Background: an optimization exercise with open tools, aiming at a short achievable clock period and few clock cycles. Do not read the settings as production practice. The RTL was checked by simulation tests, not by an equivalence proof against the original design. Power and IR drop assume default switching activity.

===== flow/design.v =====
package cpuPkg;
  localparam int dataWidth = 16;
  localparam int regAddrWidth = 4;
  localparam int numRegs = 2 ** regAddrWidth;
  localparam int dmemDepth = 256;
  localparam int dmemAddrWidth = $clog2(dmemDepth);
  localparam logic [regAddrWidth-1:0] linkReg = 4'd15;
  typedef enum logic [3:0] {
    OpAdd = 4'h0,
    OpSub = 4'h1,
    OpAnd = 4'h2,
    OpNor = 4'h3,
    OpSll = 4'h4,
    OpSrl = 4'h5,
    OpSra = 4'h6,
    OpLw  = 4'h7,
    OpSw  = 4'h8,
    OpLlb = 4'h9,
    OpLhb = 4'hA,
    OpB   = 4'hB,
    OpJal = 4'hC,
    OpJr  = 4'hD,
    OpNop = 4'hE,
    OpHlt = 4'hF
  } opcodeT;
  typedef enum logic [2:0] {
    CondNe = 3'd0,
    CondEq = 3'd1,
    CondGt = 3'd2,
    CondLt = 3'd3,
    CondGe = 3'd4,
    CondLe = 3'd5,
    CondOv = 3'd6,
    CondAl = 3'd7
  } condT;
  typedef enum logic [3:0] {
    AluAdd,
    AluSub,
    AluAnd,
    AluNor,
    AluSll,
    AluSrl,
    AluSra,
    AluLhb,
    AluPass
  } aluOpT;
endpackage
module pcSel
(
  input  logic        jr,
  input  logic [15:0] jrTarget,
  input  logic        z,
  input  logic        c,
  input  logic [15:0] p00,
  input  logic [15:0] p01,
  input  logic [15:0] p10,
  input  logic [15:0] p11,
  output logic [15:0] y
);
  always_comb
  begin
    if (jr)
      y = jrTarget;
    else
      case ({z, c})
        2'b00:   y = p00;
        2'b01:   y = p01;
        2'b10:   y = p10;
        default: y = p11;
      endcase
  end
endmodule
module ksAdd #(parameter int W = 16)
(
  input  logic [W-1:0] a,
  input  logic [W-1:0] b,
  input  logic         cin,
  output logic [W-1:0] sum,
  output logic         cout
);
  localparam int L = $clog2(W);
  logic [W-1:0]       p0;
  logic [(L+1)*W-1:0] g;
  logic [(L+1)*W-1:0] p;
  assign p0       = a ^ b;
  assign g[W-1:0] = (a & b) | {{(W-1){1'b0}}, p0[0] & cin};
  assign p[W-1:0] = p0;
  for (genvar l = 0; l < L; l++)
  begin : gLevel
    for (genvar i = 0; i < W; i++)
    begin : gBit
      if (i >= (1 << l))
      begin : gMerge
        assign g[(l+1)*W+i] = g[l*W+i] | (p[l*W+i] & g[l*W+i-(1<<l)]);
        assign p[(l+1)*W+i] = p[l*W+i] & p[l*W+i-(1<<l)];
      end
      else
      begin : gPass
        assign g[(l+1)*W+i] = g[l*W+i];
        assign p[(l+1)*W+i] = p[l*W+i];
      end
    end
  end
  assign sum  = p0 ^ {g[L*W +: W-1], cin};
  assign cout = g[L*W+W-1];
endmodule
import cpuPkg::*;
module cpu
(
  input  logic                    clk,
  input  logic                    rstN,
  input  logic [dataWidth-1:0]    instr,
  output logic [dataWidth-1:0]    pc,
  output logic                    hlt,
  output logic                    regWe,
  output logic [regAddrWidth-1:0] regAddr,
  output logic [dataWidth-1:0]    regData
);
  logic [15:1][dataWidth-1:0]          rf;
  logic [15:0][dataWidth-1:0]          rfAll;
  logic [dmemDepth-1:0][dataWidth-1:0] dmem;
  logic                 fHalted;
  logic [dataWidth-1:0] pcP1;
  logic                 zFlag;
  logic                 nFlag;
  logic                 vFlag;
  logic                 eValid;
  logic                 eWe;
  logic [3:0]           eDest;
  logic [dataWidth-1:0] eA;
  logic [dataWidth-1:0] eB;
  logic [dataWidth-1:0] eBx;
  logic                 eCin;
  logic [dataWidth-1:0] eD;
  logic [dataWidth-1:0] ePass;
  logic [3:0]           eSh;
  logic [dataWidth-1:0] eShSel;
  logic [7:0]           eAddr;
  logic                 eArith;
  logic                 eAnd;
  logic                 eNor;
  logic                 eSll;
  logic                 eSrl;
  logic                 eSra;
  logic                 ePassSel;
  logic                 eLoad;
  logic                 eStore;
  logic                 eHalt;
  logic                 eZen;
  logic                 eNVen;
  logic                 mValid;
  logic                 mWe;
  logic [3:0]           mDest;
  logic [15:1]          mRfWe;
  logic [dataWidth-1:0] mRes;
  logic                 mLoad;
  logic                 mHalt;
  logic [15:0]          mHiSel;
  logic [15:0][dataWidth-1:0] mPart;
  logic [3:0]           op;
  logic [3:0]           rdA;
  logic [3:0]           rsA;
  logic [3:0]           rtA;
  logic                 fValid;
  logic                 isB;
  logic                 isJal;
  logic                 isJr;
  logic                 isHlt;
  logic                 fWrites;
  logic [3:0]           fDest;
  logic [dataWidth-1:0] rsVal;
  logic [dataWidth-1:0] rtVal;
  logic [dataWidth-1:0] rdVal;
  logic [dataWidth-1:0] pcP2;
  logic [dataWidth-1:0] tgtB;
  logic [dataWidth-1:0] tgtJ;
  logic [dataWidth-1:0] tgtB1;
  logic [dataWidth-1:0] tgtJ1;
  logic [dataWidth-1:0] rsVal1;
  logic [dataWidth-1:0] pcNoBr;
  logic [dataWidth-1:0] pcNoBr1;
  logic [dataWidth-1:0] pcNext;
  logic [dataWidth-1:0] pcNext1;
  logic                 zNew;
  logic                 nNew;
  logic                 vNew;
  logic                 zCur;
  assign op  = instr[15:12];
  assign rdA = instr[11:8];
  assign rsA = instr[7:4];
  assign rtA = instr[3:0];
  assign fValid = !fHalted;
  assign isB    = (op == OpB);
  assign isJal  = (op == OpJal);
  assign isJr   = (op == OpJr);
  assign isHlt  = (op == OpHlt);
  assign rfAll = {rf, {dataWidth{1'b0}}};
  always_comb
  begin
    rsVal = '0;
    rtVal = '0;
    rdVal = '0;
    for (int i = 1; i < 16; i++)
    begin
      rsVal = rsVal | (rfAll[i] & {dataWidth{rsA == 4'(i)}});
      rtVal = rtVal | (rfAll[i] & {dataWidth{rtA == 4'(i)}});
      rdVal = rdVal | (rfAll[i] & {dataWidth{rdA == 4'(i)}});
    end
  end
  assign fWrites = (op <= OpLw) || (op == OpLlb) || (op == OpLhb) || isJal;
  assign fDest   = isJal ? linkReg : rdA;
  ksAdd #(.W(dataWidth)) addTgtB (
    .a    (pcP1),
    .b    ({{(dataWidth-9){instr[8]}}, instr[8:0]}),
    .cin  (1'b0),
    .sum  (tgtB),
    .cout ()
  );
  ksAdd #(.W(dataWidth)) addTgtB1 (
    .a    (pcP1),
    .b    ({{(dataWidth-9){instr[8]}}, instr[8:0]}),
    .cin  (1'b1),
    .sum  (tgtB1),
    .cout ()
  );
  ksAdd #(.W(dataWidth)) addTgtJ (
    .a    (pcP1),
    .b    ({{(dataWidth-12){instr[11]}}, instr[11:0]}),
    .cin  (1'b0),
    .sum  (tgtJ),
    .cout ()
  );
  ksAdd #(.W(dataWidth)) addTgtJ1 (
    .a    (pcP1),
    .b    ({{(dataWidth-12){instr[11]}}, instr[11:0]}),
    .cin  (1'b1),
    .sum  (tgtJ1),
    .cout ()
  );
  ksAdd #(.W(dataWidth)) addP2 (
    .a    (pcP1),
    .b    ('0),
    .cin  (1'b1),
    .sum  (pcP2),
    .cout ()
  );
  ksAdd #(.W(dataWidth)) addRs1 (
    .a    (rsVal),
    .b    ('0),
    .cin  (1'b1),
    .sum  (rsVal1),
    .cout ()
  );
  logic                 c15;
  logic                 p15;
  logic                 g15;
  logic                 zIf0;
  logic                 zIf1;
  logic                 nIf0;
  logic                 nIf1;
  logic                 vIf0;
  logic                 vIf1;
  logic [3:0]           take;
  logic [3:0][dataWidth-1:0] pcCand;
  logic [3:0][dataWidth-1:0] pcCand1;
  assign zIf0 = eZen ? 1'b0 : zFlag;
  assign zIf1 = eZen ? 1'b1 : zFlag;
  assign nIf0 = eNVen ? p15 : nFlag;
  assign nIf1 = eNVen ? !p15 : nFlag;
  assign vIf0 = eNVen ? g15 : vFlag;
  assign vIf1 = eNVen ? !(g15 || p15) : vFlag;
  for (genvar k = 0; k < 4; k++)
  begin : gTake
    logic zK;
    logic nK;
    logic vK;
    assign zK = k[1] ? zIf1 : zIf0;
    assign nK = k[0] ? nIf1 : nIf0;
    assign vK = k[0] ? vIf1 : vIf0;
    always_comb
    begin
      case (instr[11:9])
        CondNe:  take[k] = !zK;
        CondEq:  take[k] = zK;
        CondGt:  take[k] = !zK && !nK;
        CondLt:  take[k] = nK;
        CondGe:  take[k] = !nK || zK;
        CondLe:  take[k] = nK || zK;
        CondOv:  take[k] = vK;
        default: take[k] = 1'b1;
      endcase
    end
    assign pcCand[k]  = (isB && take[k]) ? tgtB : pcNoBr;
    assign pcCand1[k] = (isB && take[k]) ? tgtB1 : pcNoBr1;
  end
  assign pcNoBr  = isJal ? tgtJ : pcP1;
  assign pcNoBr1 = isJal ? tgtJ1 : pcP2;
  pcSel nextPc (
    .jr       (isJr),
    .jrTarget (rsVal),
    .z        (zNew),
    .c        (c15),
    .p00      (pcCand[0]),
    .p01      (pcCand[1]),
    .p10      (pcCand[2]),
    .p11      (pcCand[3]),
    .y        (pcNext)
  );
  pcSel nextPcP1 (
    .jr       (isJr),
    .jrTarget (rsVal1),
    .z        (zNew),
    .c        (c15),
    .p00      (pcCand1[0]),
    .p01      (pcCand1[1]),
    .p10      (pcCand1[2]),
    .p11      (pcCand1[3]),
    .y        (pcNext1)
  );
  always_ff @(posedge clk or negedge rstN)
  begin
    if (!rstN)
    begin
      pc      <= '0;
      pcP1    <= 16'd1;
      fHalted <= 1'b0;
      eValid  <= 1'b0;
      eZen    <= 1'b0;
      eNVen   <= 1'b0;
      eStore  <= 1'b0;
    end
    else
    begin
      pc     <= pcNext;
      pcP1   <= pcNext1;
      eValid <= fValid;
      eZen   <= fValid && (op <= OpSra);
      eNVen  <= fValid && (op <= OpSub);
      eStore <= fValid && (op == OpSw);
      if (fValid && isHlt)
        fHalted <= 1'b1;
    end
  end
  always_ff @(posedge clk)
  begin
    eWe      <= fWrites && (fDest != '0);
    eDest    <= fDest;
    eA       <= rsVal;
    eB       <= rtVal;
    eBx      <= (op == OpSub) ? ~rtVal : rtVal;
    eCin     <= (op == OpSub);
    eD       <= rdVal;
    ePass    <= (op == OpLlb) ? {{(dataWidth-8){instr[7]}}, instr[7:0]} :
                (op == OpLhb) ? {instr[7:0], rdVal[7:0]} : pcP1;
    eSh      <= instr[3:0];
    for (int i = 0; i < dataWidth; i++)
      eShSel[i] <= (op == OpSll) ? (instr[3:0] == 4'(15 - i)) : (instr[3:0] == 4'(i));
    eAddr    <= rsVal[7:0] + {{4{instr[3]}}, instr[3:0]};
    eArith   <= (op <= OpSub);
    eAnd     <= (op == OpAnd);
    eNor     <= (op == OpNor);
    eSll     <= (op == OpSll);
    eSrl     <= (op == OpSrl);
    eSra     <= (op == OpSra);
    ePassSel <= (op == OpLlb) || (op == OpLhb) || isJal;
    eLoad    <= (op == OpLw);
    eHalt    <= isHlt;
  end
  logic [dataWidth-1:0] sumAS;
  logic [dataWidth-1:0] shRes;
  logic [dataWidth-1:0] aluRes;
  logic [dataWidth-1:0] lowZero;
  logic [dataWidth-1:0] highZero;
  logic                 zArith;
  logic                 zAnd;
  logic                 zNor;
  logic                 zSh;
  logic [dataWidth-2:0] sumLow;
  ksAdd #(.W(dataWidth-1)) addE (
    .a    (eA[dataWidth-2:0]),
    .b    (eBx[dataWidth-2:0]),
    .cin  (eCin),
    .sum  (sumLow),
    .cout (c15)
  );
  assign p15   = eA[15] ^ eBx[15];
  assign g15   = eA[15] & eBx[15];
  assign sumAS = {p15 ^ c15, sumLow};
  always_comb
  begin
    shRes = '0;
    if (eSll)
      shRes = eA << eSh;
    if (eSrl)
      shRes = eA >> eSh;
    if (eSra)
      shRes = $signed(eA) >>> eSh;
  end
  assign aluRes = ({dataWidth{eArith}} & sumAS)
                | ({dataWidth{eAnd}} & (eA & eB))
                | ({dataWidth{eNor}} & ~(eA | eB))
                | shRes
                | ({dataWidth{ePassSel}} & ePass);
  for (genvar k = 0; k < dataWidth; k++)
  begin : gZero
    assign lowZero[k]  = (eA[k:0] == '0);
    assign highZero[k] = (eA[dataWidth-1:k] == '0);
  end
  assign zArith = ((eA ^ eBx) ^ {eA[14:0] | eBx[14:0], eCin}) == '0;
  assign zAnd = (eA & eB) == '0;
  assign zNor = (eA | eB) == '1;
  assign zSh  = eSll ? |(lowZero & eShSel) : |(highZero & eShSel);
  assign zNew = (eArith && zArith) || (eAnd && zAnd) || (eNor && zNor)
             || ((eSll || eSrl || eSra) && zSh);
  assign nNew = sumAS[15];
  assign vNew = c15 ? !(g15 || p15) : g15;
  always_ff @(posedge clk or negedge rstN)
  begin
    if (!rstN)
    begin
      zFlag  <= 1'b0;
      nFlag  <= 1'b0;
      vFlag  <= 1'b0;
      mValid <= 1'b0;
    end
    else
    begin
      mValid <= eValid;
      if (eZen)
        zFlag <= zNew;
      if (eNVen)
      begin
        nFlag <= nNew;
        vFlag <= vNew;
      end
    end
  end
  for (genvar w = 0; w < dmemDepth; w++)
  begin : gStore
    always_ff @(posedge clk)
    begin
      if (eStore && eAddr == w)
        dmem[w] <= eD;
    end
  end
  for (genvar h = 0; h < 16; h++)
  begin : gPart
    always_ff @(posedge clk)
      mPart[h] <= dmem[{4'(h), eAddr[3:0]}];
  end
  always_ff @(posedge clk)
  begin
    mWe   <= eWe;
    mDest <= eDest;
    for (int i = 1; i < 16; i++)
      mRfWe[i] <= eWe && (eDest == 4'(i));
    mRes  <= aluRes;
    mLoad <= eLoad;
    mHalt <= eHalt;
    for (int i = 0; i < 16; i++)
      mHiSel[i] <= (eAddr[7:4] == 4'(i));
  end
  logic [dataWidth-1:0] loadData;
  logic [dataWidth-1:0] wbData;
  logic                 mWrites;
  always_comb
  begin
    loadData = '0;
    for (int i = 0; i < 16; i++)
      loadData = loadData | (mPart[i] & {dataWidth{mHiSel[i]}});
  end
  assign wbData  = mLoad ? loadData : mRes;
  assign mWrites = mValid && mWe;
  for (genvar r = 1; r < 16; r++)
  begin : gRf
    always_ff @(posedge clk)
    begin
      if (mValid && mRfWe[r])
        rf[r] <= wbData;
    end
  end
  always_ff @(posedge clk or negedge rstN)
  begin
    if (!rstN)
    begin
      regWe <= 1'b0;
      hlt   <= 1'b0;
    end
    else
    begin
      regWe <= mWrites;
      if ((mValid && mHalt)
          || (eValid && eHalt && !mWrites)
          || (fValid && isHlt && !(eValid && eWe) && !mWrites))
        hlt <= 1'b1;
    end
  end
  always_ff @(posedge clk)
  begin
    regAddr <= mDest;
    regData <= wbData;
  end
endmodule

===== flow/run.sh =====
#!/bin/bash
# synth_recipe.tcl (not shown) runs the flow's synth.tcl, then flattens the netlist and writes it again
# the make line also repeats each setting of config.mk as NAME=value (left out here)
make -C /OpenROAD-flow-scripts/flow DESIGN_CONFIG=/design/flow/config.mk WORK_HOME=/design/flow/orfs CLKGATE_MAP_FILE= SYNTH_SCRIPT=/design/flow/synth_recipe.tcl finish

===== flow/config.mk =====
export PLATFORM = sky130hd
export DESIGN_NAME = cpu
export DESIGN_NICKNAME = cpu
export VERILOG_FILES = /design/flow/design.v
export SDC_FILE = /design/flow/constraint.sdc
export NUM_CORES = 4
export LEC_CHECK = 0
export CAP_MARGIN = 20
export CORE_MARGIN = 2
export CORE_UTILIZATION = 55
export SETUP_SLACK_MARGIN = 3.2
export SLEW_MARGIN = 20
export SYNTH_HIERARCHICAL = 1
export SYNTH_MEMORY_MAX_BITS = 8192

===== flow/constraint.sdc =====
create_clock -name core_clock -period 6.0 [get_ports {clk}]
set_input_delay 1.2000 -clock core_clock [delete_from_list [all_inputs] [get_ports {clk}]]
set_output_delay 1.2000 -clock core_clock [all_outputs]
set_load 0.01 [all_outputs]

==> impl_metrics.py, run 1 <==
metrics = {
    "final_layout": {
        "top_register": "dmem",
        "reg.largest.list": "dmem x4096, mPart x256, rf x240",
        "largest_reg_flops": 4096,
        "final_cell_mix": "4,336 x edfxtp_1, 1,311 x mux4_2, 582 x buf_4",
        "drive_gt1_share_pct": 34.9,
        "syn2layout_area_growth_pct": 16.3,
        "layout.nets": 10500,
        "layout_commonest_cell": "edfxtp_1",
    },
    "clock_tree": {
        "worstSkewPairLatency_ns": 1.03,
        "cts-hold-fix-buffers": 0,
        "h-tree-depth": 5,
        "cts.sinks": 4832,
        "clk_path_buf_depth": 4,
        "cts_inserted_buffers": 476,
        "root_buffer": "clkbuf_16",
        "path_clk_slew_ns": 0.06,
        "cts_tree": "built",
    },
    "sta": {
        "final_hold_viol_count": 0,
        "fin_crit_ns": 3.58,
        "final.setup_skew_ns": 0.0986,
        "setup_viol": 0,
        "slew_violations": 0,
        "slew_headroom_pct": 20.7,
        "rsz0062_at_grt": "true",
        "period_share_pct": 59.7,
        "tightest_slew_ns": 1.19,
        "finalSetupTns_ns": 0,
        "fmax_ghz": 0.279,
        "whs_ns": 0.325,
    },
    "drt": {
        "wirelength_um": 596000,
        "drtIter0Drc": 14700,
        "vias_per_cell": 6.77,
        "route.detailed.drc": 0,
        "antenna_left": 0,
        "wl_per_cell_um": 38.7,
        "vias": 104000,
        "drt_pass1_iterations": 7,
    },
    "power_and_ir_drop": {
        "pwr-share-seq_pct": 45.2,
        "intPower_mw": 64.6,
        "power.switching_mw": 26.5,
        "power_density_mw_per_mm2": 407,
        "power_frac_comb_pct": 21.8,
        "p_leak_nw": 73.1,
        "clkPwrFrac_pct": 33.0,
        "swShare_pct": 29.1,
        "irDropWorstVdd_mv": 0.299,
    },
    "setup_path": {
        "critPathCapture": "mRes[10]$_DFF_P_",
        "crit_path_end_kind": "flop",
        "worstSetupStartpoint": "eA[0]$_DFF_P_",
        "crit_path_max_fanout": 2,
        "crit_arrival_ns": 4.38,
        "rrSetupSlack_ns": 2.42,
        "worstPathRequired_ns": 6.80,
        "crit_chain": "fa_2, fa_2, a211oi_2, o21bai_1, a41oi_2, mux2i_1, o2111ai_2, a222oi_1, o21ai_1, a31oi_1, o211ai_1",
        "crit_path_top_delay_cell": "a222oi_1",
        "worstSetupPathType": "reg -> reg",
        "r2r_start": "eA[0]$_DFF_P_",
        "path_common_cell": "fa_2",
        "r2r-end": "mRes[10]$_DFF_P_",
        "cp-start-kind": "flop",
        "r2r_cells": 11,
        "slowest_delay_ns": 0.60,
    },
    "die": {
        "die_w_um": 596,
        "ios": 56,
        "core_area_mm2": 0.349,
        "dieArea_mm2": 0.355,
        "die_h_um": 596,
        "rows": 217,
        "initial_core_util_pct": 55.2,
    },
    "placed_design": {
        "port_buffers": 55,
        "hpwl_um": 359000,
        "gp_congestion": 0.980,
    },
    "grt": {
        "grt_pass1_wl_um": 823000,
        "track_usage_pct": 33.4,
        "overflow": 0,
        "antenna_found_initial": 54,
        "grt_max_degree": 205,
        "grt_pass1_vias": 102000,
    },
    "yosys": {
        "yosys_warnings": 8,
        "syn_area_mm2": 0.193,
        "synth_cells": 9556,
        "synth_area_per_cell_um2": 20.2,
    },
    "outcome": {
        "status": "timing/DRC/antenna clean",
    },
    "worst_hold_path": {
        "hold_path.class": "reg -> reg",
    },
    "run": {
        "drv_cap": 0,
    },
}
timing repair:
action	CTS	global route
cloned	32	6
gates resized for setup	719	137
pin swaps	149	85
setup buffers	191	51
endpoints found under the setup margin	4443	572
how the worst min path moves through the flow:
stage / cells past startpoint / endpoint / slack, ns / from
finish: 0 / regAddr[1]$_DFF_P_ / 0.33 / mDest[1]$_DFF_P_
global route: 0 / regAddr[1]$_DFF_P_ / 0.35 / mDest[1]$_DFF_P_
CTS: 2 / regWe$_DFF_PN0_ / 0.32 / rstN
detailed placement: 0 / regAddr[1]$_DFF_P_ / 0.31 / mDest[1]$_DFF_P_
global placement: 0 / regAddr[1]$_DFF_P_ / 0.32 / mDest[1]$_DFF_P_
floorplan: 0 / mLoad$_DFF_P_ / 0.31 / eLoad$_DFF_P_
final cells by class:
| type | count | area, µm² |
|---|---|---|
| sequential | 4832 | 141000 |
| clock buffer | 691 | 13500 |
| inverter | 144 | 572 |
| clock inverter | 212 | 2360 |
| fill | 23600 | 125000 |
| multi-input combinational | 4066 | 52800 |
| timing repair buffer | 821 | 8520 |
| tap | 4599 | 5750 |
| antenna | 36 | 90.1 |
metal layers:
layer | vias to the layer above | GRT usage [%] | share of wire (%)
met1 | 55800 | 48.6 | 40
met2 | 5750 | 50.9 | 46
li1 | 41500 | - | -
met3 | 1157 | 5.89 | 9.1
met4 | 16 | 13.5 | 4.9
met5 | - | 0 | 0.019
power groups by stage:
| stage | logic (mW) | clock network, mW | registers, mW |
|---|---|---|---|
| after global placement | 16.9 | 0 | 41.9 |
| after global routing | 20.7 | 31.6 | 41.1 |
| after detailed placement | 17.1 | 0 | 41.9 |
| after CTS | 19.1 | 30.4 | 41.1 |
| after floorplan | 11.3 | 0 | 40.2 |
| final | 19.9 | 30.1 | 41.2 |
per-stage QoR:
step | power, mW | util (%) | cell area, µm² | setup WS (ns) | instances
after floorplan | 51.5 | - | 194000 | 2.00 | 9594
final | 91.1 | 64.2 | 224000 | 2.42 | 15400
after global placement | 58.8 | 57.8 | 202000 | 0.414 | 14200
after global routing | 93.5 | 64.2 | 224000 | 2.36 | 15400
after CTS | 90.7 | 63.8 | 223000 | 2.54 | 15300
after detailed placement | 59.1 | 57.8 | 202000 | 0.345 | 14200
worst max-delay path: cells and delay by family (launching register included):
family / cells / cell delay (ns)
AOI/OAI and AO/OA: 8 / 1.97
adders and majority gates: 2 / 0.78
muxes: 1 / 0.26
DFF: 1 / 0.37
Testbench counts, summed over its fixed seeds: cycles 51,748.
==> run 2, diff against run 1 <==
--- a/flow/design.v
+++ b/flow/design.v
@@ -47,2 +47,36 @@
 endpackage
+module tgtAdd #(parameter int N = 9)
+(
+  input  logic [15:0]  base,
+  input  logic [N-1:0] off,
+  output logic [15:0]  sum0,
+  output logic [15:0]  sum1
+);
+  logic [N-1:0]    low0;
+  logic [N-1:0]    low1;
+  logic            c0;
+  logic            c1;
+  logic [15-N:0]   hi;
+  logic [15-N:0]   hiInc;
+  logic [15-N:0]   hiDec;
+  ksAdd #(.W(N)) addLow0 (
+    .a    (base[N-1:0]),
+    .b    (off),
+    .cin  (1'b0),
+    .sum  (low0),
+    .cout (c0)
+  );
+  ksAdd #(.W(N)) addLow1 (
+    .a    (base[N-1:0]),
+    .b    (off),
+    .cin  (1'b1),
+    .sum  (low1),
+    .cout (c1)
+  );
+  assign hi    = base[15:N];
+  assign hiInc = hi + 1'b1;
+  assign hiDec = hi - 1'b1;
+  assign sum0 = {off[N-1] ? (c0 ? hi : hiDec) : (c0 ? hiInc : hi), low0};
+  assign sum1 = {off[N-1] ? (c1 ? hi : hiDec) : (c1 ? hiInc : hi), low1};
+endmodule
 module pcSel
@@ -51,22 +85,19 @@
   input  logic [15:0] jrTarget,
+  input  logic        jal,
+  input  logic [15:0] jalTarget,
+  input  logic        br,
+  input  logic [3:0]  take,
   input  logic        z,
   input  logic        c,
-  input  logic [15:0] p00,
-  input  logic [15:0] p01,
-  input  logic [15:0] p10,
-  input  logic [15:0] p11,
+  input  logic [15:0] brTarget,
+  input  logic [15:0] seq,
   output logic [15:0] y
 );
-  always_comb
-  begin
-    if (jr)
-      y = jrTarget;
-    else
-      case ({z, c})
-        2'b00:   y = p00;
-        2'b01:   y = p01;
-        2'b10:   y = p10;
-        default: y = p11;
-      endcase
-  end
+  logic taken;
+  logic useSeq;
+  assign taken  = br && (( !z && !c && take[0]) || ( !z && c && take[1])
+                      || (  z && !c && take[2]) || (  z && c && take[3]));
+  assign useSeq = !(jr || jal || taken);
+  assign y = ({16{jr}} & jrTarget) | ({16{jal}} & jalTarget)
+           | ({16{taken}} & brTarget) | ({16{useSeq}} & seq);
 endmodule
@@ -80,9 +111,41 @@
 );
+  logic [W-1:0] g;
+  logic [W-1:0] p;
+  ksGP #(.W(W)) gp (
+    .a (a),
+    .b (b),
+    .g (g),
+    .p (p)
+  );
+  ksTree #(.W(W)) tree (
+    .g    (g),
+    .p    (p),
+    .cin  (cin),
+    .sum  (sum),
+    .cout (cout)
+  );
+endmodule
+module ksGP #(parameter int W = 16)
+(
+  input  logic [W-1:0] a,
+  input  logic [W-1:0] b,
+  output logic [W-1:0] g,
+  output logic [W-1:0] p
+);
+  assign g = a & b;
+  assign p = a ^ b;
+endmodule
+module ksTree #(parameter int W = 16)
+(
+  input  logic [W-1:0] g,
+  input  logic [W-1:0] p,
+  input  logic         cin,
+  output logic [W-1:0] sum,
+  output logic         cout
+);
   localparam int L = $clog2(W);
-  logic [W-1:0]       p0;
-  logic [(L+1)*W-1:0] g;
-  logic [(L+1)*W-1:0] p;
-  assign p0       = a ^ b;
-  assign g[W-1:0] = (a & b) | {{(W-1){1'b0}}, p0[0] & cin};
-  assign p[W-1:0] = p0;
+  logic [(L+1)*W-1:0] gg;
+  logic [(L+1)*W-1:0] pp;
+  assign gg[W-1:0] = {g[W-1:1], g[0] | (p[0] & cin)};
+  assign pp[W-1:0] = p;
   for (genvar l = 0; l < L; l++)
@@ -93,4 +156,4 @@
       begin : gMerge
-        assign g[(l+1)*W+i] = g[l*W+i] | (p[l*W+i] & g[l*W+i-(1<<l)]);
-        assign p[(l+1)*W+i] = p[l*W+i] & p[l*W+i-(1<<l)];
+        assign gg[(l+1)*W+i] = gg[l*W+i] | (pp[l*W+i] & gg[l*W+i-(1<<l)]);
+        assign pp[(l+1)*W+i] = pp[l*W+i] & pp[l*W+i-(1<<l)];
       end
@@ -98,4 +161,4 @@
       begin : gPass
-        assign g[(l+1)*W+i] = g[l*W+i];
-        assign p[(l+1)*W+i] = p[l*W+i];
+        assign gg[(l+1)*W+i] = gg[l*W+i];
+        assign pp[(l+1)*W+i] = pp[l*W+i];
       end
@@ -103,4 +166,4 @@
   end
-  assign sum  = p0 ^ {g[L*W +: W-1], cin};
-  assign cout = g[L*W+W-1];
+  assign sum  = p ^ {gg[L*W +: W-1], cin};
+  assign cout = gg[L*W+W-1];
 endmodule
@@ -123,2 +186,4 @@
   logic [dataWidth-1:0] pcP1;
+  logic [dataWidth-1:1] pcP1Hi;
+  logic                 pcP1LoN;
   logic                 zFlag;
@@ -154,3 +219,5 @@
   logic [15:1]          mRfWe;
+  logic [dataWidth-1:0] mSum;
   logic [dataWidth-1:0] mRes;
+  logic                 mArith;
   logic                 mLoad;
@@ -179,4 +246,2 @@
   logic [dataWidth-1:0] rsVal1;
-  logic [dataWidth-1:0] pcNoBr;
-  logic [dataWidth-1:0] pcNoBr1;
   logic [dataWidth-1:0] pcNext;
@@ -197,2 +262,22 @@
   assign rfAll = {rf, {dataWidth{1'b0}}};
+  logic [7:0] fAddr;
+  ksAdd #(.W(8)) addAddr (
+    .a    (rsVal[7:0]),
+    .b    ({{4{instr[3]}}, instr[3:0]}),
+    .cin  (1'b0),
+    .sum  (fAddr),
+    .cout ()
+  );
+  logic [15:0][dataWidth-1:0] rfInc;
+  assign rfInc[0] = 16'd1;
+  for (genvar i = 1; i < 16; i++)
+  begin : gInc
+    assign rfInc[i] = rf[i] + 1'b1;
+  end
+  always_comb
+  begin
+    rsVal1 = '0;
+    for (int i = 0; i < 16; i++)
+      rsVal1 = rsVal1 | (rfInc[i] & {dataWidth{rsA == 4'(i)}});
+  end
   always_comb
@@ -211,29 +296,14 @@
   assign fDest   = isJal ? linkReg : rdA;
-  ksAdd #(.W(dataWidth)) addTgtB (
-    .a    (pcP1),
-    .b    ({{(dataWidth-9){instr[8]}}, instr[8:0]}),
-    .cin  (1'b0),
-    .sum  (tgtB),
-    .cout ()
+  assign pcP1 = {pcP1Hi, !pcP1LoN};
+  tgtAdd #(.N(9)) addTgtB (
+    .base (pcP1),
+    .off  (instr[8:0]),
+    .sum0 (tgtB),
+    .sum1 (tgtB1)
   );
-  ksAdd #(.W(dataWidth)) addTgtB1 (
-    .a    (pcP1),
-    .b    ({{(dataWidth-9){instr[8]}}, instr[8:0]}),
-    .cin  (1'b1),
-    .sum  (tgtB1),
-    .cout ()
-  );
-  ksAdd #(.W(dataWidth)) addTgtJ (
-    .a    (pcP1),
-    .b    ({{(dataWidth-12){instr[11]}}, instr[11:0]}),
-    .cin  (1'b0),
-    .sum  (tgtJ),
-    .cout ()
-  );
-  ksAdd #(.W(dataWidth)) addTgtJ1 (
-    .a    (pcP1),
-    .b    ({{(dataWidth-12){instr[11]}}, instr[11:0]}),
-    .cin  (1'b1),
-    .sum  (tgtJ1),
-    .cout ()
+  tgtAdd #(.N(12)) addTgtJ (
+    .base (pcP1),
+    .off  (instr[11:0]),
+    .sum0 (tgtJ),
+    .sum1 (tgtJ1)
   );
@@ -246,9 +316,2 @@
   );
-  ksAdd #(.W(dataWidth)) addRs1 (
-    .a    (rsVal),
-    .b    ('0),
-    .cin  (1'b1),
-    .sum  (rsVal1),
-    .cout ()
-  );
   logic                 c15;
@@ -263,4 +326,2 @@
   logic [3:0]           take;
-  logic [3:0][dataWidth-1:0] pcCand;
-  logic [3:0][dataWidth-1:0] pcCand1;
   assign zIf0 = eZen ? 1'b0 : zFlag;
@@ -292,28 +353,28 @@
     end
-    assign pcCand[k]  = (isB && take[k]) ? tgtB : pcNoBr;
-    assign pcCand1[k] = (isB && take[k]) ? tgtB1 : pcNoBr1;
   end
-  assign pcNoBr  = isJal ? tgtJ : pcP1;
-  assign pcNoBr1 = isJal ? tgtJ1 : pcP2;
   pcSel nextPc (
-    .jr       (isJr),
-    .jrTarget (rsVal),
-    .z        (zNew),
-    .c        (c15),
-    .p00      (pcCand[0]),
-    .p01      (pcCand[1]),
-    .p10      (pcCand[2]),
-    .p11      (pcCand[3]),
-    .y        (pcNext)
+    .jr        (isJr),
+    .jrTarget  (rsVal),
+    .jal       (isJal),
+    .jalTarget (tgtJ),
+    .br        (isB),
+    .take      (take),
+    .z         (zNew),
+    .c         (c15),
+    .brTarget  (tgtB),
+    .seq       (pcP1),
+    .y         (pcNext)
   );
   pcSel nextPcP1 (
-    .jr       (isJr),
-    .jrTarget (rsVal1),
-    .z        (zNew),
-    .c        (c15),
-    .p00      (pcCand1[0]),
-    .p01      (pcCand1[1]),
-    .p10      (pcCand1[2]),
-    .p11      (pcCand1[3]),
-    .y        (pcNext1)
+    .jr        (isJr),
+    .jrTarget  (rsVal1),
+    .jal       (isJal),
+    .jalTarget (tgtJ1),
+    .br        (isB),
+    .take      (take),
+    .z         (zNew),
+    .c         (c15),
+    .brTarget  (tgtB1),
+    .seq       (pcP2),
+    .y         (pcNext1)
   );
@@ -324,3 +385,4 @@
       pc      <= '0;
-      pcP1    <= 16'd1;
+      pcP1Hi  <= '0;
+      pcP1LoN <= 1'b0;
       fHalted <= 1'b0;
@@ -334,3 +396,4 @@
       pc     <= pcNext;
-      pcP1   <= pcNext1;
+      pcP1Hi  <= pcNext1[dataWidth-1:1];
+      pcP1LoN <= !pcNext1[0];
       eValid <= fValid;
@@ -357,3 +420,3 @@
       eShSel[i] <= (op == OpSll) ? (instr[3:0] == 4'(15 - i)) : (instr[3:0] == 4'(i));
-    eAddr    <= rsVal[7:0] + {{4{instr[3]}}, instr[3:0]};
+    eAddr    <= fAddr;
     eArith   <= (op <= OpSub);
@@ -398,4 +461,3 @@
   end
-  assign aluRes = ({dataWidth{eArith}} & sumAS)
-                | ({dataWidth{eAnd}} & (eA & eB))
+  assign aluRes = ({dataWidth{eAnd}} & (eA & eB))
                 | ({dataWidth{eNor}} & ~(eA | eB))
@@ -457,2 +519,4 @@
     mRes  <= aluRes;
+    mSum  <= sumAS;
+    mArith <= eArith;
     mLoad <= eLoad;
@@ -471,3 +535,3 @@
   end
-  assign wbData  = mLoad ? loadData : mRes;
+  assign wbData  = mLoad ? loadData : mArith ? mSum : mRes;
   assign mWrites = mValid && mWe;
==> run 2 against run 1 <==
- clock power is essentially flat
- die area up 0.86%
- sequential share of layout area decreased by 0.62 points
- sequential cell count increased by 17
- first-iteration DRC count increased by 20%
- synthesized cell count up 5.2%
- total power decreased by 1.8%
- combinational power shrank about 10%
- critical path type unchanged
- largest cell class unchanged
- highest routed layer unchanged
==> impl_metrics.py, run 2 <==
metrics = {
    "placed_design": {
        "hpwl_um": 402000,
        "gp_congestion": 1.06,
        "dp_slack_ns": 0.894,
        "dp_cells": 14800,
        "port_buffers": 55,
    },
    "setup_path": {
        "cpLargestDelayFamily": "simple AND/OR/NAND/NOR gates",
        "cp-start-kind": "flop",
        "crit_path_top_delay_cell": "edfxtp_1",
        "crit_chain": "ha_2, and2_4, nand4_1, o21ai_2, a21oi_2, nor4_4, nand4_1, a22o_1, nor2_1, mux2i_1",
        "crit_path_max_fanout": 5,
        "critPathBufInv": 0,
        "worstSetupPathType": "reg -> reg",
        "crit_path_end_kind": "flop",
        "path_common_cell": "nand4_1",
        "r2r_start": "rf[160]$_DFFE_PP_",
        "r2r_cells": 10,
        "crit_arrival_ns": 4.13,
        "crit_cells": 10,
        "worstPathRequired_ns": 6.85,
        "r2r-end": "pcP1Hi[14]$_DFF_PN0_",
        "rrSetupSlack_ns": 2.72,
        "slowest_delay_ns": 0.66,
    },
    "yosys": {
        "yosys_warnings": 7,
        "synth_cells": 10100,
        "synth_area_per_cell_um2": 19.3,
        "syn_area_mm2": 0.194,
    },
    "clock_tree": {
        "root_buffer": "clkbuf_16",
        "cts.sinks": 4849,
        "worstSkewPairLatency_ns": 1.00,
        "cts-hold-fix-buffers": 0,
        "cts_tree": "built",
        "cts_inserted_buffers": 472,
        "clk_path_buf_depth": 4,
        "path_clk_slew_ns": 0.06,
        "h-tree-depth": 5,
    },
    "sta": {
        "finalSetupTns_ns": 0,
        "setup_viol": 0,
        "worst_slack_ns": 2.72,
        "period_share_pct": 54.7,
        "final_hold_viol_count": 0,
        "fmax_ghz": 0.305,
        "rsz0062_at_grt": "true",
        "fin_crit_ns": 3.28,
        "slew_violations": 0,
        "tightest_slew_ns": 1.23,
        "final.setup_skew_ns": 0.0612,
        "slew_headroom_pct": 18.2,
    },
    "final_layout": {
        "syn2layout_area_growth_pct": 16.7,
        "final_cell_mix": "4,336 x edfxtp_1, 1,297 x mux4_2, 797 x buf_4",
        "instances_no_fill": 16100,
        "top_register": "dmem",
        "reg.largest.list": "dmem x4096, mPart x256, rf x240",
        "layout_commonest_cell": "edfxtp_1",
        "largest_reg_flops": 4096,
        "drive_gt1_share_pct": 32.5,
        "layout.nets": 11100,
    },
    "power_and_ir_drop": {
        "clkPwrFrac_pct": 33.8,
        "power_frac_comb_pct": 20.0,
        "power.switching_mw": 25.4,
        "pwr-share-seq_pct": 46.2,
        "irDropWorstVdd_mv": 0.302,
        "intPower_mw": 64.1,
        "p_leak_nw": 73.8,
        "swShare_pct": 28.4,
        "power_density_mw_per_mm2": 394,
    },
    "drt": {
        "route.detailed.drc": 0,
        "drt_pass1_iterations": 9,
        "drtIter0Drc": 17600,
        "vias_per_cell": 6.87,
        "antenna_left": 0,
        "vias": 111000,
        "wl_per_cell_um": 40.4,
        "wirelength_um": 653000,
    },
    "die": {
        "dieArea_mm2": 0.358,
        "initial_core_util_pct": 55.2,
        "ios": 56,
        "die_h_um": 598,
        "core_area_mm2": 0.352,
        "rows": 218,
        "die_w_um": 598,
    },
    "grt": {
        "grt_max_degree": 209,
        "overflow": 0,
        "track_usage_pct": 36.3,
        "antenna_found_initial": 39,
        "grt_pass1_vias": 106000,
        "grt_pass1_wl_um": 886000,
    },
    "worst_hold_path": {
        "holdPathStages": 0,
        "min-delay-start": "mDest[3]$_DFF_P_",
        "hold_path.class": "reg -> reg",
        "hold_end": "regAddr[3]$_DFF_P_",
    },
    "outcome": {
        "status": "timing/DRC/antenna clean",
    },
    "run": {
        "drv_cap": 0,
    },
}
## run 2: metrics by stage
stage	hold WS (ns)	area (µm²)	total power, mW	utilization (%)
finish	0.329	227000	89.5	64.4
global route	0.334	227000	91.7	64.4
CTS	0.300	225000	89.2	63.9
detailed placement	0.312	204000	58.1	57.9
global placement	0.314	204000	58.0	57.8
floorplan	0.310	195000	50.9	-
## run 2: power groups by stage
stage          logic (mW)  clock network [mW]  registers (mW)
2_1_floorplan        10.5                   0            40.4
5_1_grt              18.6                31.8            41.3
3_3_place_gp         15.9                   0            42.0
4_1_cts              17.3                30.5            41.3
3_5_place_dp         16.1                   0            42.0
6_report             17.9                30.2            41.4
## run 2: worst max-delay path by stage
stage,from,to,slack [ns]
final,rf[160]$_DFFE_PP_,pcP1Hi[14]$_DFF_PN0_,2.72
after global routing,pcP1LoN$_DFF_PN0_,pcP1Hi[14]$_DFF_PN0_,2.82
after CTS,rf[117]$_DFFE_PP_,pcP1Hi[15]$_DFF_PN0_,2.83
after detailed placement,instr[7],eAddr[7]$_DFF_P_,0.89
after global placement,instr[7],eAddr[7]$_DFF_P_,0.82
after floorplan,instr[0],pcP1Hi[13]$_DFF_PN0_,2.68
## run 2: worst reg2reg max path: cells and delay by family (launching register included)
family          cells  cell delay, ns
mux                 1            0.09
compound gates      3            0.82
fa+ha+maj           1            0.32
simple gates        5            1.29
flops               1            0.66
## run 2: layout make-up
class,count,area [µm²]
Multi-Input combinational cell,4524,53900
Clock inverter,207,2520
Clock buffer,684,13300
Inverter,93,363
Antenna cell,26,65.1
Tap cell,4730,5920
Fill cell,23800,125000
Timing Repair Buffer,1030,9970
Sequential cell,4849,141000
## run 2: metal layers
layer / wire [µm] / track usage [%] / vias up / part of all wire, %
met4: 29300 / 13.1 / 26 / 4.5
met5: 403 / 0 / - / 0.062
met1: 256000 / 53.4 / 58700 / 39
met2: 285000 / 52.4 / 7451 / 44
met3: 81800 / 10.3 / 1255 / 13
li1: - / - / 43500 / -
## run 2: timing repair
item	CTS	global route
gates resized for setup	631	168
setup buffers	285	110
setup endpoints to repair	4558	679
gates cloned	17	5
pin swaps	120	108
Testbench counts of run 2, summed over its fixed seeds: cycles 51,748.
==> run 3, diff against run 2 <==
--- a/flow/design.v
+++ b/flow/design.v
@@ -203,2 +203,4 @@
   logic [7:0]           eAddr;
+  logic [15:0]          eLoSel;
+  logic [15:0]          eStHi;
   logic                 eArith;
@@ -211,3 +213,2 @@
   logic                 eLoad;
-  logic                 eStore;
   logic                 eHalt;
@@ -270,8 +271,5 @@
   );
+  logic [15:1][dataWidth-1:0] rfP1;
   logic [15:0][dataWidth-1:0] rfInc;
-  assign rfInc[0] = 16'd1;
-  for (genvar i = 1; i < 16; i++)
-  begin : gInc
-    assign rfInc[i] = rf[i] + 1'b1;
-  end
+  assign rfInc = {rfP1, 16'd1};
   always_comb
@@ -391,3 +389,3 @@
       eNVen   <= 1'b0;
-      eStore  <= 1'b0;
+      eStHi   <= '0;
     end
@@ -401,3 +399,4 @@
       eNVen  <= fValid && (op <= OpSub);
-      eStore <= fValid && (op == OpSw);
+      for (int i = 0; i < 16; i++)
+        eStHi[i] <= fValid && (op == OpSw) && (fAddr[7:4] == 4'(i));
       if (fValid && isHlt)
@@ -421,2 +420,4 @@
     eAddr    <= fAddr;
+    for (int i = 0; i < 16; i++)
+      eLoSel[i] <= (fAddr[3:0] == 4'(i));
     eArith   <= (op <= OpSub);
@@ -503,3 +504,3 @@
     begin
-      if (eStore && eAddr == w)
+      if (eStHi[w/16] && eLoSel[w%16])
         dmem[w] <= eD;
@@ -507,8 +508,13 @@
   end
-  for (genvar h = 0; h < 16; h++)
-  begin : gPart
-    always_ff @(posedge clk)
-      mPart[h] <= dmem[{4'(h), eAddr[3:0]}];
+  logic [15:0][dataWidth-1:0] ePart;
+  always_comb
+  begin
+    ePart = '0;
+    for (int h = 0; h < 16; h++)
+      for (int j = 0; j < 16; j++)
+        ePart[h] = ePart[h] | (dmem[h*16+j] & {dataWidth{eLoSel[j]}});
   end
   always_ff @(posedge clk)
+    mPart <= ePart;
+  always_ff @(posedge clk)
   begin
@@ -536,2 +542,4 @@
   assign wbData  = mLoad ? loadData : mArith ? mSum : mRes;
+  logic [dataWidth-1:0] wbData1;
+  assign wbData1 = wbData + 1'b1;
   assign mWrites = mValid && mWe;
@@ -542,3 +550,6 @@
       if (mValid && mRfWe[r])
-        rf[r] <= wbData;
+      begin
+        rf[r]   <= wbData;
+        rfP1[r] <= wbData1;
+      end
     end
--- a/flow/config.mk
+++ b/flow/config.mk
@@ -9,3 +9,3 @@
 export CORE_MARGIN = 2
-export CORE_UTILIZATION = 55
+export CORE_UTILIZATION = 60
 export SETUP_SLACK_MARGIN = 3.2
==> run 3 against run 2 <==
- design area fell by 4.0%
- utilization grew 4.8 points
- cell count fell by 2.1%
- maximum frequency up 6.1%
- non-clock buffer count fell by 329
- critical endpoint is now eLoSel[8]$_DFF_P_
- largest cell class unchanged
==> impl_metrics.py, run 3 <==
metrics = {
    "final_layout": {
        "largest_reg_flops": 4096,
        "layout_commonest_cell": "edfxtp_1",
        "layout.nets": 11300,
        "seq_area_mm2": 0.149,
        "fill_cells": 20000,
        "fin_util_pct": 69.2,
        "drive_gt1_share_pct": 16.9,
        "reg.largest.list": "dmem x4096, mPart x256",
        "top_register": "dmem",
        "final_cell_mix": "4,576 x edfxtp_1, 1,153 x a22o_1, 1,120 x a221oi_1",
        "multi_input_area_mm2": 0.0394,
        "syn2layout_area_growth_pct": 15.1,
    },
    "grt": {
        "grt_pass1_wl_um": 864000,
        "grt_pass1_vias": 110000,
        "grt_max_degree": 193,
        "track_usage_pct": 38.8,
        "antenna_found_initial": 39,
        "overflow": 0,
    },
    "setup_path": {
        "critPathCapture": "eLoSel[8]$_DFF_P_",
        "critPathBufInv": 8,
        "crit_path_end_kind": "flop",
        "crit_cells": 18,
        "rrSetupSlack_ns": 2.97,
        "cp-start-kind": "primary input",
        "slowest_delay_ns": 0.32,
        "crit_arrival_ns": 4.02,
        "worstPathRequired_ns": 6.92,
        "worstSetupPathType": "in -> reg",
        "r2r_start": "mHiSel[0]$_DFF_P_",
        "r2r-end": "rfP1[175]$_DFFE_PP_",
        "crit_chain": "buf_12, nand2b_4, buf_4, nor2_4, buf_4, a22oi_1, nand4_1, buf_6, ha_4, a21oi_4, a21boi_4, buf_4, buf_4, buf_4, nor2_4, buf_12, nand2b_4, nor3_2",
        "path_common_cell": "buf_4",
        "worstSetupStartpoint": "instr[4]",
        "crit_path_top_delay_cell": "buf_4",
        "r2r_cells": 10,
        "crit_path_max_fanout": 13,
        "cpLargestDelayFamily": "buffers and inverters",
    },
    "clock_tree": {
        "cts.sinks": 5116,
        "root_buffer": "clkbuf_16",
        "clk_path_buf_depth": 4,
        "cts_tree": "built",
        "path_clk_slew_ns": 0.05,
        "cts_inserted_buffers": 524,
        "worstSkewPairLatency_ns": 1.06,
        "h-tree-depth": 6,
    },
    "die": {
        "core_area_mm2": 0.314,
        "rows": 206,
        "dieArea_mm2": 0.320,
        "initial_core_util_pct": 60.2,
        "ios": 56,
        "die_w_um": 566,
        "die_h_um": 566,
    },
    "yosys": {
        "synth_area_per_cell_um2": 17.7,
        "synth_cells": 10700,
        "syn_area_mm2": 0.189,
        "yosys_warnings": 7,
    },
    "sta": {
        "final.setup_skew_ns": 0.0631,
        "finalSetupTns_ns": 0,
        "slew_headroom_pct": 18.4,
        "rsz0062_at_grt": "true",
        "slew_violations": 0,
        "setup_viol": 0,
        "tightest_slew_ns": 1.22,
        "fmax_ghz": 0.323,
        "final_hold_viol_count": 0,
        "period_share_pct": 51.5,
        "fin_crit_ns": 3.09,
        "worst_slack_ns": 2.91,
    },
    "drt": {
        "vias_per_cell": 7.34,
        "route.detailed.drc": 0,
        "wl_per_cell_um": 39.9,
        "antenna_left": 0,
        "vias": 116000,
        "drt_pass1_iterations": 9,
        "wirelength_um": 630000,
        "drtIter0Drc": 18900,
    },
    "placed_design": {
        "gp_congestion": 1.01,
        "dp_slack_ns": 0.349,
        "port_buffers": 55,
        "hpwl_um": 362000,
    },
    "run": {
        "drv_cap": 0,
    },
    "outcome": {
        "status": "timing/DRC/antenna clean",
    },
    "worst_hold_path": {
        "hold_path.class": "in -> async",
    },
    "power_and_ir_drop": {
        "p_leak_nw": 71.2,
        "irDropWorstVdd_mv": 0.364,
        "power_density_mw_per_mm2": 419,
        "power_mw": 91.1,
    },
}
==> run 3: worst register-to-register path: stages, from the launching register on <==
cell,delay (ns)
dfxtp_4,0.36
buf_12,0.15
a22oi_2,0.45
nand4_1,0.39
o31a_4,0.49
and2_4,0.24
nand4_4,0.16
nor4_4,0.06
xor2_2,0.15
buf_6,0.15
buf_8,0.14
==> run 3: what timing repair did <==
item,4_1_cts,5_1_grt
pin swaps,71,77
hold buffers,0,0
cloned,2,0
endpoints found under the setup margin,617,337
resized for setup,487,170
setup buffers,164,60
==> run 3: per-layer routing <==
metal / vias up / GRT usage, % / part of all wire [%]
li1: 46200 / - / -
met1: 59900 / 54.0 / 37
met2: 8397 / 59.5 / 46
met3: 1442 / 9.49 / 12
met4: 22 / 15.8 / 4.9
met5: - / 0 / 0.024
==> run 3: through the flow <==
stage / std cells / instance area [µm²] / hold WS (ns)
2_1_floorplan: 10700 / 190000 / 0.310
6_report: 15800 / 218000 / 0.315
3_5_place_dp: 14600 / 197000 / 0.316
5_1_grt: 15800 / 218000 / 0.337
3_3_place_gp: 14600 / 196000 / 0.315
4_1_cts: 15700 / 216000 / 0.330
==> run 3: worst min-delay path by stage <==
stage,to,slack (ns)
3_5_place_dp,regAddr[2]$_DFF_P_,0.32
6_report,nFlag$_DFFE_PN0P_,0.31
4_1_cts,pcP1Hi[8]$_DFF_PN0_,0.33
3_3_place_gp,mLoad$_DFF_P_,0.31
5_1_grt,mLoad$_DFF_P_,0.34
2_1_floorplan,mLoad$_DFF_P_,0.31
==> run 3: cell type report <==
cell class	count	share of cell area, %
clock inverter	221	1.15
clock buffer	735	6.72
sequential	5116	68.3
antenna	12	0.0138
tap	4160	2.39
timing repair buffer	701	3.14
inverter	73	0.134
multi-input combinational	4790	18.1
==> run 3: power breakdown <==
group | switching (mW) | internal (mW) | leakage [nW]
logic | 9.52 | 5.15 | 16.6
clock network | 13.7 | 18.8 | 8.35
registers | 2.99 | 41.0 | 46.2
Testbench counts of run 3, summed over its fixed seeds: cycles 51,748.
==> run 4, diff against run 3 <==
--- a/flow/config.mk
+++ b/flow/config.mk
@@ -9,3 +9,3 @@
 export CORE_MARGIN = 2
-export CORE_UTILIZATION = 60
+export CORE_UTILIZATION = 50
 export SETUP_SLACK_MARGIN = 3.2
==> run 4 against run 3 <==
- sequential cell count is the same
- clock power shrank 1%
- global-route usage shrank 5.7 points
- wire length grew 2.8%
- die area grew 20%
- via count shrank 0.27%
- synthesized cell count is the same
- non-clock buffer count shrank 3
- highest routed layer unchanged
- clock-buffer cell count grew 2
- still clean
- sequential power is essentially flat
- design area grew 0.29%
- largest power group unchanged
- maximum frequency shrank 5.2%
==> impl_metrics.py, run 4 <==
metrics = {
    "grt": {
        "antenna_found_initial": 39,
        "grt_pass1_wl_um": 890000,
        "overflow": 0,
        "grt_pass1_vias": 111000,
        "track_usage_pct": 33.2,
        "grt_max_degree": 255,
    },
    "drt": {
        "antenna_left": 0,
        "vias": 116000,
        "vias_per_cell": 6.95,
        "wirelength_um": 648000,
        "route.detailed.drc": 0,
        "wl_per_cell_um": 38.9,
        "drtIter0Drc": 17900,
        "drt_pass1_iterations": 10,
    },
    "final_layout": {
        "fill_cells": 28000,
        "reg.largest.list": "dmem x4096, mPart x256",
        "stdcell_area_mm2": 0.218,
        "layout.nets": 11300,
        "syn2layout_area_growth_pct": 15.4,
        "drive_gt1_share_pct": 16.9,
        "final_cell_mix": "4,576 x edfxtp_1, 1,154 x a22o_1, 1,115 x a221oi_1",
        "multi_input_area_mm2": 0.0394,
        "seq_area_mm2": 0.149,
        "largest_reg_flops": 4096,
        "top_register": "dmem",
        "layout_commonest_cell": "edfxtp_1",
    },
    "clock_tree": {
        "clk_path_buf_depth": 4,
        "root_buffer": "clkbuf_16",
        "h-tree-depth": 6,
        "path_clk_slew_ns": 0.06,
        "cts.sinks": 5116,
        "cts_inserted_buffers": 523,
        "cts_tree": "built",
        "worstSkewPairLatency_ns": 1.05,
        "cts-hold-fix-buffers": 0,
    },
    "setup_path": {
        "crit_path_end_kind": "flop",
        "worstSetupPathType": "in -> reg",
        "cpLargestDelayFamily": "simple AND/OR/NAND/NOR gates",
        "critPathBufInv": 3,
        "cp-start-kind": "primary input",
        "crit_chain": "buf_6, buf_12, nand2b_4, nor3_4, buf_12, a222oi_1, and3_1, nand4_1, ha_2, or2_4, ha_4, nor2_4, o21ai_4, a31oi_4, xnor2_4, nand2b_4, nor2_1",
        "slowest_delay_ns": 0.32,
        "crit_path_max_fanout": 8,
        "crit_arrival_ns": 4.14,
        "worstPathRequired_ns": 6.88,
        "crit_path_top_delay_cell": "a222oi_1",
    },
    "sta": {
        "finalSetupTns_ns": 0,
        "slew_violations": 0,
        "setup_viol": 0,
        "final_hold_viol_count": 0,
        "fmax_ghz": 0.307,
        "worst_slack_ns": 2.74,
        "period_share_pct": 54.4,
        "rsz0062_at_grt": "true",
        "fin_crit_ns": 3.26,
        "final.setup_skew_ns": 0.0745,
        "tightest_slew_ns": 1.36,
        "slew_headroom_pct": 9.23,
    },
    "die": {
        "initial_core_util_pct": 50.3,
        "core_area_mm2": 0.376,
        "rows": 225,
        "die_h_um": 619,
        "ios": 56,
        "dieArea_mm2": 0.383,
        "die_w_um": 619,
    },
    "placed_design": {
        "port_buffers": 55,
        "gp_congestion": 0.996,
        "dp_slack_ns": 0.320,
        "dpl-instance-area_mm2": 0.198,
        "hpwl_um": 372000,
    },
    "yosys": {
        "synth_cells": 10700,
        "yosys_warnings": 7,
        "syn_area_mm2": 0.189,
        "synth_area_per_cell_um2": 17.7,
    },
    "power_and_ir_drop": {
        "irDropWorstVdd_mv": 0.356,
        "power_density_mw_per_mm2": 416,
        "power_mw": 90.9,
        "p_leak_nw": 71.1,
    },
    "worst_hold_path": {
        "hold_path.class": "reg -> reg",
    },
    "run": {
        "drv_cap": 0,
    },
    "outcome": {
        "status": "timing/DRC/antenna clean",
    },
}
-- run 4: where the power goes --
part | switching, mW | internal, mW
registers | 2.95 | 41.0
clock network | 13.7 | 18.4
logic | 9.76 | 5.03
-- run 4: area by class of cell --
class | count | share of cell area (%)
sequential | 5116 | 68.1
multi-input combinational | 4791 | 18.0
clock buffer | 737 | 6.71
timing repair buffer | 698 | 3.09
tap | 4994 | 2.86
clock inverter | 214 | 0.985
inverter | 73 | 0.131
antenna | 25 | 0.0287
-- run 4: layer usage --
| layer | global-route usage, % | wire, µm | share of wire [%] | vias up |
|---|---|---|---|---|
| li1 | - | - | - | 46200 |
| met1 | 46.3 | 251000 | 39 | 60200 |
| met2 | 51.2 | 295000 | 45 | 7800 |
| met3 | 6.78 | 72200 | 11 | 1382 |
| met4 | 13.4 | 30300 | 4.7 | 10 |
| met5 | 0 | 63 | 0.0097 | - |
-- run 4: final timing paths --
kind                                            to              start  cells past startpoint  slack (ns)
worst min register to register  regAddr[1]$_DFF_P_   mDest[1]$_DFF_P_                      0        0.33
max in group asynchronous        pcP1LoN$_DFF_PN0_               rstN                      1        4.91
min in group asynchronous       eStHi[2]$_DFF_PN0_               rstN                      1        0.36
worst max register to register  rfP1[86]$_DFFE_PP_  mHiSel[6]$_DFF_P_                     11        2.90
worst min-delay path            regAddr[1]$_DFF_P_   mDest[1]$_DFF_P_                      0        0.33
worst max-delay path            eStHi[9]$_DFF_PN0_           instr[7]                     17        2.74
-- run 4: per-stage QoR --
stage / hold WS [ns] / util, % / std cells
2_1_floorplan: 0.310 / - / 10700
3_3_place_gp: 0.310 / 52.5 / 15400
3_5_place_dp: 0.319 / 52.6 / 15500
4_1_cts: 0.333 / 57.8 / 16600
5_1_grt: 0.341 / 58.0 / 16600
6_report: 0.329 / 58.1 / 16600
-- run 4: repair_timing --
action,in CTS,in global routing
cloned,8,3
resized for setup,526,87
buffers inserted,176,26
endpoints found under the setup margin,641,292
pin swaps,79,52

[static timing again, ports no longer ideal]
The results above use ideal ports. As a check the final layouts listed here were re-extracted and re-timed, cells and wires unchanged.
Step 1: set_driving_cell puts a clkbuf_16 on clk and a buf_2 on each other input, an assumption about the parent block.
Step 2 adds t to the input delays and takes it off the output delays; t is the mean of the earliest and latest rising clock arrival at the registers after step 1. Input paths then give back, and output paths get back, about the clock's delay inside the block.
Slacks: ideal / step 1 / step 2; pairs: ideal / step 1.
run | t, ns | setup WS [ns] | worst setup path after step 2
run 1 | 1.101 | 2.416 / 2.416 / 1.496 | input to register
run 2 | 1.085 | 2.719 / 2.719 / 1.975 | input to register
run 3 | 1.132 | 2.908 / 2.964 / 1.831 | input to register
run 4 | 1.127 | 2.738 / 2.795 / 1.668 | input to register
After both steps setup and hold are still met in every run listed. The setup slack of run 3, which loses most, moves by +0.056 ns with the drivers and by -1.077 ns with both steps.
